What follows belongs to an exercise in optimizing a design on an open flow for small area; a production flow would make more cautious choices.
Function was checked by simulation only, so behaviour that the tests miss may differ from the original.
Power is estimated from default activity; no workload was simulated.

==> build 13 <==
==> flow/design.v <==
`timescale 1ns/1ps
module word_store (
   input  logic        spi_clk,
   input  logic        commit,     
   input  logic [5:0]  addr,
   input  logic [4:0]  sel,        
   input  logic        wr_ins,     
   input  logic        wr_bit,
   input  logic        hold,       
   output logic        rbuf_bit    
);
   logic [31:0] ring [64];
   logic [31:0] rbuf;
   logic        tap;
   logic        rbuf_in;
   assign tap      = sel[4] ? ring[addr][15] : ring[addr][31];
   assign rbuf_bit = rbuf[{sel[4] & commit, sel[3:0]}];
   assign rbuf_in  = wr_ins ? wr_bit : (hold ? rbuf[31] : tap);
   for (genvar w = 0; w < 64; w++) begin : g_ring
      always_ff @(posedge spi_clk)
         ring[w] <= {ring[w][30:0],
                     (commit && addr == 6'(w)) ? rbuf_bit : ring[w][31]};
   end
   always_ff @(posedge spi_clk)
      rbuf <= {rbuf[30:0], rbuf_in};
endmodule
`timescale 1ns/1ps
module spi_mem_bridge
(
   input  logic        spi_clk,
   input  logic        spi_ss,
   input  logic        spi_mosi,
   output logic        spi_miso,
   output logic [2:0]  leds
);
   localparam logic [2:0] IDLE      = 3'b100,
                          IDLE_RD   = 3'b101,    
                          IDLE_ONE  = 3'b110,    
                          READ_BIT  = 3'b000,
                          WRITE_BIT = 3'b001,
                          READ_MEM  = 3'b010,
                          WRITE_MEM = 3'b011;
   logic [2:0]  bit_ctr;
   logic [2:0]  state;
   logic [3:0]  mem_ctr;
   logic [23:0] hist;        
   logic [7:0]  rx_byte;
   logic        byte_done;
   logic        idle;
   logic [7:0]  ctrl;
   logic        stat_bit;
   logic [4:0]  ph;
   logic [4:0]  sel;
   logic [5:0]  addr;
   logic        commit;
   logic        wr_ins;
   logic        hold;
   logic        rbuf_bit;
   logic [7:0]  reply;
   logic        data_out;
   assign byte_done = (bit_ctr == 3'd7);
   assign rx_byte   = {hist[6:0], spi_mosi};
   assign idle      = state[2];
   always_ff @(posedge spi_clk or posedge spi_ss) begin
      if (spi_ss) begin
         bit_ctr <= '0;
         state   <= IDLE;
         mem_ctr <= '0;
      end else begin
         bit_ctr <= bit_ctr + 3'd1;
         if (byte_done) begin
            if (idle) begin
               mem_ctr <= '0;
               case (rx_byte)
                  8'h01:  state <= READ_BIT;
                  8'h02: state <= WRITE_BIT;
                  8'h03:  state <= READ_MEM;
                  8'h04: state <= WRITE_MEM;
                  default:        state <= IDLE;
               endcase
            end else if (state == READ_BIT) begin
               state <= stat_bit ? IDLE_ONE : IDLE;
            end else if (state == WRITE_BIT) begin
               state <= IDLE;
            end else begin
               mem_ctr <= mem_ctr + 4'd1;
               if (mem_ctr == 4'd9)
                  state <= (state == READ_MEM) ? IDLE_RD : IDLE;
            end
         end
      end
   end
   always_ff @(posedge spi_clk)
      hist <= {hist[22:0], spi_mosi};
   always_ff @(posedge spi_clk or posedge spi_ss) begin
      if (spi_ss)
         ctrl <= '0;
      else if (byte_done && state == WRITE_BIT && !rx_byte[4])
         ctrl[rx_byte[3:1]] <= rx_byte[0];
   end
   assign leds = ~ctrl[2:0];
   assign stat_bit = (rx_byte[4:0] == 5'd16) || (rx_byte[4:0] == 5'd12) ||
                     (rx_byte[4:3] == 2'b00 && ctrl[rx_byte[2:0]]);
   always_ff @(posedge spi_clk)
      ph <= ph + 5'd1;
   assign wr_ins = (state == WRITE_MEM) && (mem_ctr >= 4'd3) && (mem_ctr <= 4'd6);
   assign hold   = commit || (state == WRITE_MEM);
   always_ff @(posedge spi_clk) begin
      if (byte_done && ((state == READ_MEM && mem_ctr == 4'd3) ||
                        (state == WRITE_MEM && mem_ctr == 4'd7)))
         addr <= rx_byte[7:2];
      if (wr_ins && mem_ctr == 4'd3 && bit_ctr == 3'd0)
         sel <= ~ph;
      else if (byte_done && state == READ_MEM && mem_ctr == 4'd3)
         sel <= ph + 5'd24;
      if (byte_done && state == WRITE_MEM && mem_ctr == 4'd8)
         commit <= 1'b1;
      else if ((state == READ_MEM || state == WRITE_MEM) && mem_ctr == 4'd3)
         commit <= 1'b0;
   end
   word_store store0 (
      .spi_clk, .commit, .addr, .sel, .wr_ins, .wr_bit (hist[23]), .hold,
      .rbuf_bit
   );
   always_comb begin
      reply = 8'h00;
      case (state)
         WRITE_MEM:
            case (mem_ctr)
               4'd1, 4'd2, 4'd3, 4'd4: reply = {4'd0, mem_ctr - 4'd1};   
               4'd6:                   reply = 8'h04;                    
               4'd7:                   reply = 8'h06;
               4'd8:                   reply = 8'h07;
               4'd9:                   reply = 8'hAA;
               default:                reply = 8'h00;
            endcase
         READ_MEM:
            case (mem_ctr)
               4'd5:    reply = 8'hAA;
               4'd6:    reply = 8'h04;                                   
               default: reply = 8'h00;
            endcase
         IDLE_ONE: reply = 8'h01;
         default:  reply = 8'h00;
      endcase
   end
   assign data_out = (state == READ_MEM && mem_ctr >= 4'd7) || (state == IDLE_RD);
   always_ff @(negedge spi_clk or posedge spi_ss) begin
      if (spi_ss)
         spi_miso <= 1'b0;
      else
         spi_miso <= data_out ? rbuf_bit : reply[~bit_ctr];
   end
endmodule
==> flow/flow/run.sh <==
#!/bin/bash
# The standard layout, with clock tree synthesis told not to add dummy
# loads and to cluster up to 35 sinks within 80 um per leaf buffer.
set -euo pipefail
export CTS_ARGS="-sink_clustering_enable -repair_clock_nets -dont_use_dummy_load -sink_clustering_size 35 -sink_clustering_max_diameter 80"
bash standard.sh > standard.log 2>&1
==> flow/standard.sh <==
#!/bin/bash
# synth_recipe.tcl (not shown) runs the flow's synth.tcl, then flattens the netlist and writes it again
# the make line also repeats each setting of config.mk as NAME=value (left out here)
make -C /OpenROAD-flow-scripts/flow DESIGN_CONFIG=/design/flow/config.mk WORK_HOME=/design/flow/orfs CLKGATE_MAP_FILE= SYNTH_SCRIPT=/design/flow/synth_recipe.tcl "${@:-finish}"
==> flow/config.mk <==
export PLATFORM = sky130hd
export DESIGN_NAME = spi_mem_bridge
export DESIGN_NICKNAME = spi_mem_bridge
export VERILOG_FILES = /design/flow/design.v
export SDC_FILE = /design/flow/constraint.sdc
export NUM_CORES = 4
export LEC_CHECK = 0
export CAP_MARGIN = 20
export CORE_MARGIN = 2
export CORE_UTILIZATION = 60
export PLACE_DENSITY = 0.75
export SLEW_MARGIN = 20
==> flow/constraint.sdc <==
create_clock -name core_clock -period 10.0 [get_ports {spi_clk}]
set_input_delay 2.0000 -clock core_clock [delete_from_list [all_inputs] [get_ports {spi_clk}]]
set_output_delay 2.0000 -clock core_clock [all_outputs]
set_load 0.01 [all_outputs]
==> inputs of build 59, as changes to build 13 <==
--- a/flow/design.v
+++ b/flow/design.v
@@ -34,11 +34,11 @@
    output logic [2:0]  leds
 );
-   localparam logic [2:0] IDLE      = 3'b100,
-                          IDLE_RD   = 3'b101,    
-                          IDLE_ONE  = 3'b110,    
-                          READ_BIT  = 3'b000,
-                          WRITE_BIT = 3'b001,
-                          READ_MEM  = 3'b010,
-                          WRITE_MEM = 3'b011;
+   localparam logic [2:0] IDLE    = 3'd0,
+                          READ_BIT  = 3'd1,
+                          WRITE_BIT = 3'd2,
+                          READ_MEM  = 3'd3,
+                          WRITE_MEM = 3'd4,
+                          IDLE_RD   = 3'd5,    
+                          IDLE_ONE  = 3'd6;    
    logic [2:0]  bit_ctr;
    logic [2:0]  state;
@@ -61,5 +61,5 @@
    assign byte_done = (bit_ctr == 3'd7);
    assign rx_byte   = {hist[6:0], spi_mosi};
-   assign idle      = state[2];
+   assign idle      = (state == IDLE) || (state == IDLE_RD) || (state == IDLE_ONE);
    always_ff @(posedge spi_clk or posedge spi_ss) begin
       if (spi_ss) begin
==> inputs of build 35, as changes to build 13 <==
--- a/flow/design.v
+++ b/flow/design.v
@@ -34,11 +34,11 @@
    output logic [2:0]  leds
 );
-   localparam logic [2:0] IDLE      = 3'b100,
-                          IDLE_RD   = 3'b101,    
-                          IDLE_ONE  = 3'b110,    
-                          READ_BIT  = 3'b000,
-                          WRITE_BIT = 3'b001,
-                          READ_MEM  = 3'b010,
-                          WRITE_MEM = 3'b011;
+   localparam logic [2:0] IDLE    = 3'd0,
+                          READ_BIT  = 3'd1,
+                          WRITE_BIT = 3'd2,
+                          READ_MEM  = 3'd3,
+                          WRITE_MEM = 3'd4,
+                          IDLE_RD   = 3'd5,    
+                          IDLE_ONE  = 3'd6;    
    logic [2:0]  bit_ctr;
    logic [2:0]  state;
@@ -61,5 +61,5 @@
    assign byte_done = (bit_ctr == 3'd7);
    assign rx_byte   = {hist[6:0], spi_mosi};
-   assign idle      = state[2];
+   assign idle      = (state == IDLE) || (state == IDLE_RD) || (state == IDLE_ONE);
    always_ff @(posedge spi_clk or posedge spi_ss) begin
       if (spi_ss) begin
==> flow/flow/run.sh (replaced) <==
#!/bin/bash
# The standard layout, with clock tree synthesis told not to add dummy
# loads and to cluster up to 32 sinks within 100 um per leaf buffer.
set -euo pipefail
export CTS_ARGS="-sink_clustering_enable -repair_clock_nets -dont_use_dummy_load -sink_clustering_size 32 -sink_clustering_max_diameter 100"
bash standard.sh > standard.log 2>&1
--- a/flow/config.mk
+++ b/flow/config.mk
@@ -9,4 +9,4 @@
 export CORE_MARGIN = 2
 export CORE_UTILIZATION = 60
-export PLACE_DENSITY = 0.75
+export PLACE_DENSITY = 0.85
 export SLEW_MARGIN = 20
==> notes <==
In sequential power, build 35 and build 59 hardly differ.
The highest final cell count belongs to build 35, the lowest to build 13.
Synthesized cell count is the same in build 59 and build 35.
The lowest sequential share of layout area belongs to build 35, the highest to build 13.
Build 35 ran to the end with no violations. Build 13 completed with no timing, DRC or antenna violations. Build 59 completed without violations.
Power: build 35 is higher than build 13 (0.84%).
First-iteration DRC count, lowest first: build 13, build 59, build 35.
Core utilization, lowest first: build 13, build 59, build 35.
Global-route usage: build 13 < build 59 < build 35.
==> figures <==
                                                                          build 35                 build 59                 build 13
Sw frac                                                                     18.84%                   18.53%                   18.56%
Status                                                     complete, no violations  complete, no violations  complete, no violations
Total design power                                                        12.22 mW                 12.11 mW                 12.12 mW
Total non-filler cell area in the finished layout                      0.04979 mm2              0.04972 mm2              0.04972 mm2
Slowest cell delay on critical path                                        0.54 ns                  0.54 ns                  0.53 ns
Total net switching power                                                 2.303 mW                 2.245 mW                 2.250 mW
PwrDens                                                               245.4 mW/mm2             243.6 mW/mm2             243.8 mW/mm2
Top Layer Used                                                                met5                     met4                     met4
GPL Wtd Cong                                                                0.8706                   0.8801                   0.7953
Worst setup slack before clock tree synthesis                             2.081 ns                 2.049 ns                 2.100 ns
R2r setup slk                                                              2.73 ns                  2.60 ns                  2.59 ns
Starting utilization of the core area                                       60.41%                   60.41%                   60.32%
Leak pwr                                                                  19.42 nW                 19.38 nW                 19.37 nW
Synth unique cells                                                              61                       61                       63
Antenna violations before repair                                                 1                        1                        0
Met1 Usage GRT                                                              25.63%                   25.04%                   24.35%
Count of inverters not on the clock network in the layout                       21                       21                       23
